This is an optimization exercise on Yosys and OpenROAD, whose aim is small area, a short achievable clock period and few clock cycles per item, not a production implementation.
Only simulation tests tie the RTL to the original design; equivalence was not proved.

## lane 1
==> flow/design.v (excerpt) <==
module log2_top #(
  parameter int taylor_terms = 9
) (
  input  logic             clk,
  input  logic             arst_n,
  input  log2_pkg::float_t x,
  input  logic             start,
  output log2_pkg::float_t result,
  output logic             busy,
  output logic             done
);
==> flow/config.mk <==
export PLATFORM = sky130hd
export DESIGN_NAME = log2_top
export DESIGN_NICKNAME = log2_top
export VERILOG_FILES = /design/flow/design.v
export SDC_FILE = /design/flow/constraint.sdc
export NUM_CORES = 4
export LEC_CHECK = 0
export ABC_AREA = 1
export CAP_MARGIN = 20
export CORE_MARGIN = 2
export CORE_UTILIZATION = 40
export SETUP_SLACK_MARGIN = 5
export SLEW_MARGIN = 20
export TNS_END_PERCENT = 5
==> flow/constraint.sdc <==
create_clock -name core_clock -period 18.5 [get_ports {clk}]
set_input_delay 3.7000 -clock core_clock [delete_from_list [all_inputs] [get_ports {clk}]]
set_output_delay 3.7000 -clock core_clock [all_outputs]
set_load 0.01 [all_outputs]
standard.sh (not shown) runs the stock make flow with config.mk's settings and CLKGATE_MAP_FILE= SYNTH_SCRIPT=/design/flow/synth_recipe.tcl, a recipe that flattens the netlist after the stock synthesis.
==> flow/flow/run.sh <==
#!/bin/bash
# The standard layout (standard.sh, all ORFS steps) with two changes:
# - synthesis keeps the multiplier tree (module fp_mul) apart until the end
#   and extracts full/half adder cells only there, so that ABC maps all the
#   logic after the tree (carry-propagate adder, rounding, alignment, add,
#   normalisation) as one network and sees its whole depth; the standard flow's
#   synthesis script is otherwise unchanged (synth -nofsm -noshare, flatten,
#   rename), so the registers are the standard synthesis's;
# - a larger setup margin for ORFS's timing repair.
# Each tool's output goes to standard.log here and to ORFS's own logs.
set -euo pipefail
here=$(pwd)
sed 's/^  extract_fa {\*}\[dont_use_extract_fa_args\]$/  extract_fa {*}[dont_use_extract_fa_args] fp_mul/' \
  "$FLOW_HOME/scripts/synth.tcl" > "$here/synth_fa.tcl"
grep -q 'extract_fa {\*}\[dont_use_extract_fa_args\] fp_mul' "$here/synth_fa.tcl"
sed "s#source \$::env(SCRIPTS_DIR)/synth.tcl#source $here/synth_fa.tcl#" synth_recipe.tcl > "$here/synth_recipe_fa.tcl"
grep -q "source $here/synth_fa.tcl" "$here/synth_recipe_fa.tcl"
bash standard.sh SYNTH_SCRIPT="$here/synth_recipe_fa.tcl" SYNTH_KEEP_MODULES=fp_mul \
  SETUP_SLACK_MARGIN=7 finish > standard.log 2>&1
Lane 1 went all the way through synthesis, placement and routing and the layout is clean on timing, DRC and antenna.
Testbench counts of lane 1, summed over its fixed seeds: cycles 29,876, items 2,560.
Edits applied to the flow inputs when going from lane 1 to lane 2:
diff --git a/flow/flow/run.sh b/flow/flow/run.sh
--- a/flow/flow/run.sh
+++ b/flow/flow/run.sh
@@ -17,3 +17,3 @@
 grep -q "source $here/synth_fa.tcl" "$here/synth_recipe_fa.tcl"
 bash standard.sh SYNTH_SCRIPT="$here/synth_recipe_fa.tcl" SYNTH_KEEP_MODULES=fp_mul \
-  SETUP_SLACK_MARGIN=7 finish > standard.log 2>&1
+  SETUP_SLACK_MARGIN=7.5 finish > standard.log 2>&1
[summary]
- Lane 2 completed end to end with timing, DRC and antenna clean.
- The run with more setup slack is lane 2; lane 1 has less.
- NOTE: area growth from synthesis to layout in lane 2 exceeds that of lane 1
- Summary of lane 2 over lane 1: post-route worst hold slack higher; cell depth of the worst setup path higher; total number of vias higher.
- Compared with lane 1, lane 2 shows a higher quantity of gates resized following cts.
- Lane 2 packs its core tighter than lane 1.
- When the final numbers for lane 2 and lane 1 were put side by side, the minimum clock period after layout turned out to be greater in lane 1.
- Where detailed-route wire length is concerned, lane 1 is better than lane 2.
Changes in lane 3 relative to lane 2:
- clearing TNS_END_PERCENT, which used to be 5
diff --git a/flow/flow/run.sh b/flow/flow/run.sh
--- a/flow/flow/run.sh
+++ b/flow/flow/run.sh
@@ -17,3 +17,3 @@
 grep -q "source $here/synth_fa.tcl" "$here/synth_recipe_fa.tcl"
 bash standard.sh SYNTH_SCRIPT="$here/synth_recipe_fa.tcl" SYNTH_KEEP_MODULES=fp_mul \
-  SETUP_SLACK_MARGIN=7.5 finish > standard.log 2>&1
+  SETUP_SLACK_MARGIN=7 finish > standard.log 2>&1
[summary]
- Lane 3 finished every stage and its layout cleared the timing, design-rule and antenna checks.
- Lane 3 vs. lane 2: area added between synthesis and finish shows a reduction of 3.2 points, clock transition at the register clock pins on the worst setup and hold paths after CTS did not really move, final area saw a decrease, total track usage shows a reduction of 0.26 points.
- The more densely filled core belongs to lane 2, not lane 3.
- Going from lane 2 to lane 3, the register-to-register slack was found to have gone down by 0.36 ns.
Input changes introduced in lane 4 (baseline for comparison: lane 3):
diff --git a/flow/flow/run.sh b/flow/flow/run.sh
--- a/flow/flow/run.sh
+++ b/flow/flow/run.sh
@@ -17,3 +17,3 @@
 grep -q "source $here/synth_fa.tcl" "$here/synth_recipe_fa.tcl"
 bash standard.sh SYNTH_SCRIPT="$here/synth_recipe_fa.tcl" SYNTH_KEEP_MODULES=fp_mul \
-  SETUP_SLACK_MARGIN=7 finish > standard.log 2>&1
+  SETUP_SLACK_MARGIN=7.5 finish > standard.log 2>&1
Results
Looking at critical path depth, lane 4 sits 1 below lane 3.
Comparing lane 4 and lane 3, the higher arrival time at the worst endpoint is on lane 3.
Summary: with lane 3 as the reference, non-clock buffer total of the final layout in lane 4 moved up by more than 10%.
Going from lane 3 to lane 4, synthesis-to-layout area growth shows an increase of 3.3 points; met3 routed wirelength shows an increase of about 1.4%; detailed-router iteration count before antenna repair shows an increase of 1; total via count in the routed design shows an increase of about 0.7%.
Lane 4 vs lane 3 — post-cts resize count rose about 90%.
For lane 5, these inputs were changed with respect to lane 4:
- CORE_UTILIZATION now 50, was 40
diff --git a/flow/flow/run.sh b/flow/flow/run.sh
--- a/flow/flow/run.sh
+++ b/flow/flow/run.sh
@@ -17,3 +17,3 @@
 grep -q "source $here/synth_fa.tcl" "$here/synth_recipe_fa.tcl"
 bash standard.sh SYNTH_SCRIPT="$here/synth_recipe_fa.tcl" SYNTH_KEEP_MODULES=fp_mul \
-  SETUP_SLACK_MARGIN=7.5 finish > standard.log 2>&1
+  SETUP_SLACK_MARGIN=7 finish > standard.log 2>&1
[summary]
The area taken by flip-flops and latches of lane 5 falls short of that of lane 4 by 0.48%.
Comparing lane 5 and lane 4, post-cts resize count is higher on lane 4.
Summary — global-route track usage on met2, lane 5 relative to lane 4: higher, by 12 points.
Lane 5: all stages complete, timing, DRC and antenna checks passed
Lane 4: no failed stages, no open violations at the end
Period utilization: lane 5 > lane 4
Note that the logic depth of the worst setup path including buffers recorded for lane 4 amounts to 0.862 times the value seen in lane 5.
Comparing lane 5 and lane 4, the higher area of the die was measured on lane 4.
Re post-detailed-routing wire length: lane 5 is 3.0% down on lane 4.
Design area: lower on lane 5
A end of the critical path of u_seq.acc[24]$_DFF_P_ is what lane 4 shows, while u_seq.tb[0]$_DFFE_PP_ belongs to lane 5.

log2_top, a different RTL version from the one above (not shown whole).
For scale: roughly 4900 cells after synthesis, roughly 69 I/O pins, ~0.032 mm² of cells after synthesis.
// log2_top
module log2_top #(
  parameter int taylor_terms = 9
) (
  input  logic             clk,
  input  logic             arst_n,
  input  log2_pkg::float_t x,
  input  logic             start,
  output log2_pkg::float_t result,
  output logic             busy,
  output logic             done
);
==> flow/config.mk <==
export PLATFORM = sky130hd
export DESIGN_NAME = log2_top
export DESIGN_NICKNAME = log2_top
export VERILOG_FILES = /design/flow/design.v
export SDC_FILE = /design/flow/constraint.sdc
export NUM_CORES = 4
export LEC_CHECK = 0
export ABC_AREA = 1
export CAP_MARGIN = 20
export CORE_MARGIN = 2
export CORE_UTILIZATION = 40
export PLACE_DENSITY = 0.75
export SETUP_SLACK_MARGIN = 5
export SLEW_MARGIN = 20
export TNS_END_PERCENT = 5
==> flow/constraint.sdc <==
create_clock -name core_clock -period 18.5 [get_ports {clk}]
set_input_delay 3.7000 -clock core_clock [delete_from_list [all_inputs] [get_ports {clk}]]
set_output_delay 3.7000 -clock core_clock [all_outputs]
set_load 0.01 [all_outputs]
run.sh (not shown) runs the stock make flow with config.mk's settings and CLKGATE_MAP_FILE= SYNTH_SCRIPT=/design/flow/synth_recipe.tcl, a recipe that flattens the netlist after the stock synthesis.
Stock flow here: none of the scripts above is used.
The baseline passed the timing, design-rule and antenna checks.
Testbench counts at the start, summed over its fixed seeds: cycles 29,876, items 2,560.
Then changed:
==> flow/flow/run.sh (new file) <==
#!/bin/bash
# Standard layout (the standard.sh, all ORFS steps) with two changes:
# synthesis maps adders to plain gates instead of extracting full and half
# adder cells (ADDER_MAP_FILE empty), so ABC sees whole arithmetic paths,
# and a larger setup margin for ORFS's timing repair.
set -euo pipefail
bash standard.sh ADDER_MAP_FILE= SETUP_SLACK_MARGIN=7 finish > standard.log 2>&1
==> flow/standard.sh (new file) <==
#!/bin/bash
# synth_recipe.tcl (not shown) runs the flow's synth.tcl, then flattens the netlist and writes it again
# the make line also repeats each setting of config.mk as NAME=value (left out here)
make -C /OpenROAD-flow-scripts/flow DESIGN_CONFIG=/design/flow/config.mk WORK_HOME=/design/flow/orfs CLKGATE_MAP_FILE= SYNTH_SCRIPT=/design/flow/synth_recipe.tcl "${@:-finish}"
PLACE_DENSITY = not set   (was 0.75)
removed: flow/run.sh
Result: Cell count goes up by 48%; area after synthesis increases by 18%; clock-buffer cell count is lower by 1; die area came out higher by 17%.

== rev 12 ==
Another version of the RTL of log2_top (not shown whole).
Size: roughly 81 flip-flops, about 35000 µm² of cells after synthesis.
==> flow/design.v (excerpt) <==
module log2_top #(
  parameter int taylor_terms = 9
) (
  input  logic             clk,
  input  logic             arst_n,
  input  log2_pkg::float_t x,
  input  logic             start,
  output log2_pkg::float_t result,
  output logic             busy,
  output logic             done
);
==> flow/config.mk <==
export PLATFORM = sky130hd
export DESIGN_NAME = log2_top
export DESIGN_NICKNAME = log2_top
export VERILOG_FILES = /design/flow/design.v
export SDC_FILE = /design/flow/constraint.sdc
export NUM_CORES = 4
export LEC_CHECK = 0
export ABC_AREA = 1
export CAP_MARGIN = 20
export CORE_MARGIN = 2
export CORE_UTILIZATION = 40
export SETUP_SLACK_MARGIN = 5
export SLEW_MARGIN = 20
export TNS_END_PERCENT = 5
==> flow/constraint.sdc <==
create_clock -name core_clock -period 18.5 [get_ports {clk}]
set_input_delay 3.7000 -clock core_clock [delete_from_list [all_inputs] [get_ports {clk}]]
set_output_delay 3.7000 -clock core_clock [all_outputs]
set_load 0.01 [all_outputs]
standard.sh (not shown) runs the stock make flow with config.mk's settings and CLKGATE_MAP_FILE= SYNTH_SCRIPT=/design/flow/synth_recipe.tcl, a recipe that flattens the netlist after the stock synthesis.
==> flow/flow/run.sh <==
#!/bin/bash
# The standard layout (standard.sh, all ORFS steps) with two changes:
# - synthesis keeps the multiplier tree (module fp_mul) apart until the end
#   and extracts full/half adder cells only there, so that ABC maps all the
#   logic after the tree (carry-propagate adder, rounding, alignment, add,
#   normalisation) as one network and sees its whole depth; the standard flow's
#   synthesis script is otherwise unchanged (synth -nofsm -noshare, flatten,
#   rename), so the registers are the standard synthesis's;
# - a larger setup margin for ORFS's timing repair.
# Each tool's output goes to standard.log here and to ORFS's own logs.
set -euo pipefail
here=$(pwd)
sed 's/^  extract_fa {\*}\[dont_use_extract_fa_args\]$/  extract_fa {*}[dont_use_extract_fa_args] fp_mul/' \
  "$FLOW_HOME/scripts/synth.tcl" > "$here/synth_fa.tcl"
grep -q 'extract_fa {\*}\[dont_use_extract_fa_args\] fp_mul' "$here/synth_fa.tcl"
sed "s#source \$::env(SCRIPTS_DIR)/synth.tcl#source $here/synth_fa.tcl#" synth_recipe.tcl > "$here/synth_recipe_fa.tcl"
grep -q "source $here/synth_fa.tcl" "$here/synth_recipe_fa.tcl"
bash standard.sh SYNTH_SCRIPT="$here/synth_recipe_fa.tcl" SYNTH_KEEP_MODULES=fp_mul \
  SETUP_SLACK_MARGIN=6 finish > standard.log 2>&1
Testbench counts of rev 12, summed over its fixed seeds: cycles 29,876, items 2,560.
> inputs changed (rev 12 -> rev 13)
--- a/flow/flow/run.sh
+++ b/flow/flow/run.sh
@@ -19 +19 @@
-  SETUP_SLACK_MARGIN=6 finish > standard.log 2>&1
+  SETUP_SLACK_MARGIN=7 finish > standard.log 2>&1
Comparing rev 12 against rev 13, there is no change at all in number of buffers added to fix hold violations after cts. Rev 13 vs rev 12: average detailed-routed wire length per instance up slightly. On routed wire length, rev 12 beats rev 13. Between rev 13 and rev 12, it is rev 13 whose ratio of final minimum period to clock period is lower, by 5.4 points. From rev 12 to rev 13 the numbers moved as follows: total number of multi-input combinational cells level; cell area went up; final cell count shows an increase of 46; multi-input logic portion of the cell area dropped 1.1 points; non-clock buffer count rose 39. Going from rev 12 to rev 13, sequential share of layout area shrinks by 0.21 points.

## what the ideal ports hide
Ports are ideal in the flow. The routed layouts listed here were re-timed in OpenROAD.
Step 1 sets driving cells, clkbuf_16 on the clock port and buf_2 on the other inputs (assumed; they add their load-dependent delay and slew).
Step 2 adds t to the input delays and takes it off the output delays; t is the mean of the earliest and latest rising clock arrival at the registers after step 1. Input paths then give back, and output paths get back, about the clock's delay inside the block.
Three values: ideal, step 1, step 2; two values: the first two.
| run | shift t [ns] | setup WS [ns] | worst setup path at the end |
|---|---|---|---|
| lane 1 | 0.413 | 7.394 / 7.394 / 7.394 | register to register |
| lane 2 | 0.422 | 7.790 / 7.790 / 7.790 | register to register |
| lane 3 | 0.416 | 7.430 / 7.430 / 7.430 | register to register |
| lane 4 | 0.414 | 7.813 / 7.813 / 7.813 | register to register |
| lane 5 | 0.413 | 7.337 / 7.337 / 7.337 | register to register |
| the first run of note 2 | 0.410 | 5.448 / 5.448 / 5.448 | register to register |
| the second run of note 2 | 0.428 | 7.557 / 7.557 / 7.557 | register to register |
| rev 12 | 0.431 | 6.499 / 6.499 / 6.499 | register to register |
| rev 13 | 0.425 | 7.494 / 7.494 / 7.494 | register to register |
After both steps every run listed still meets setup and hold.
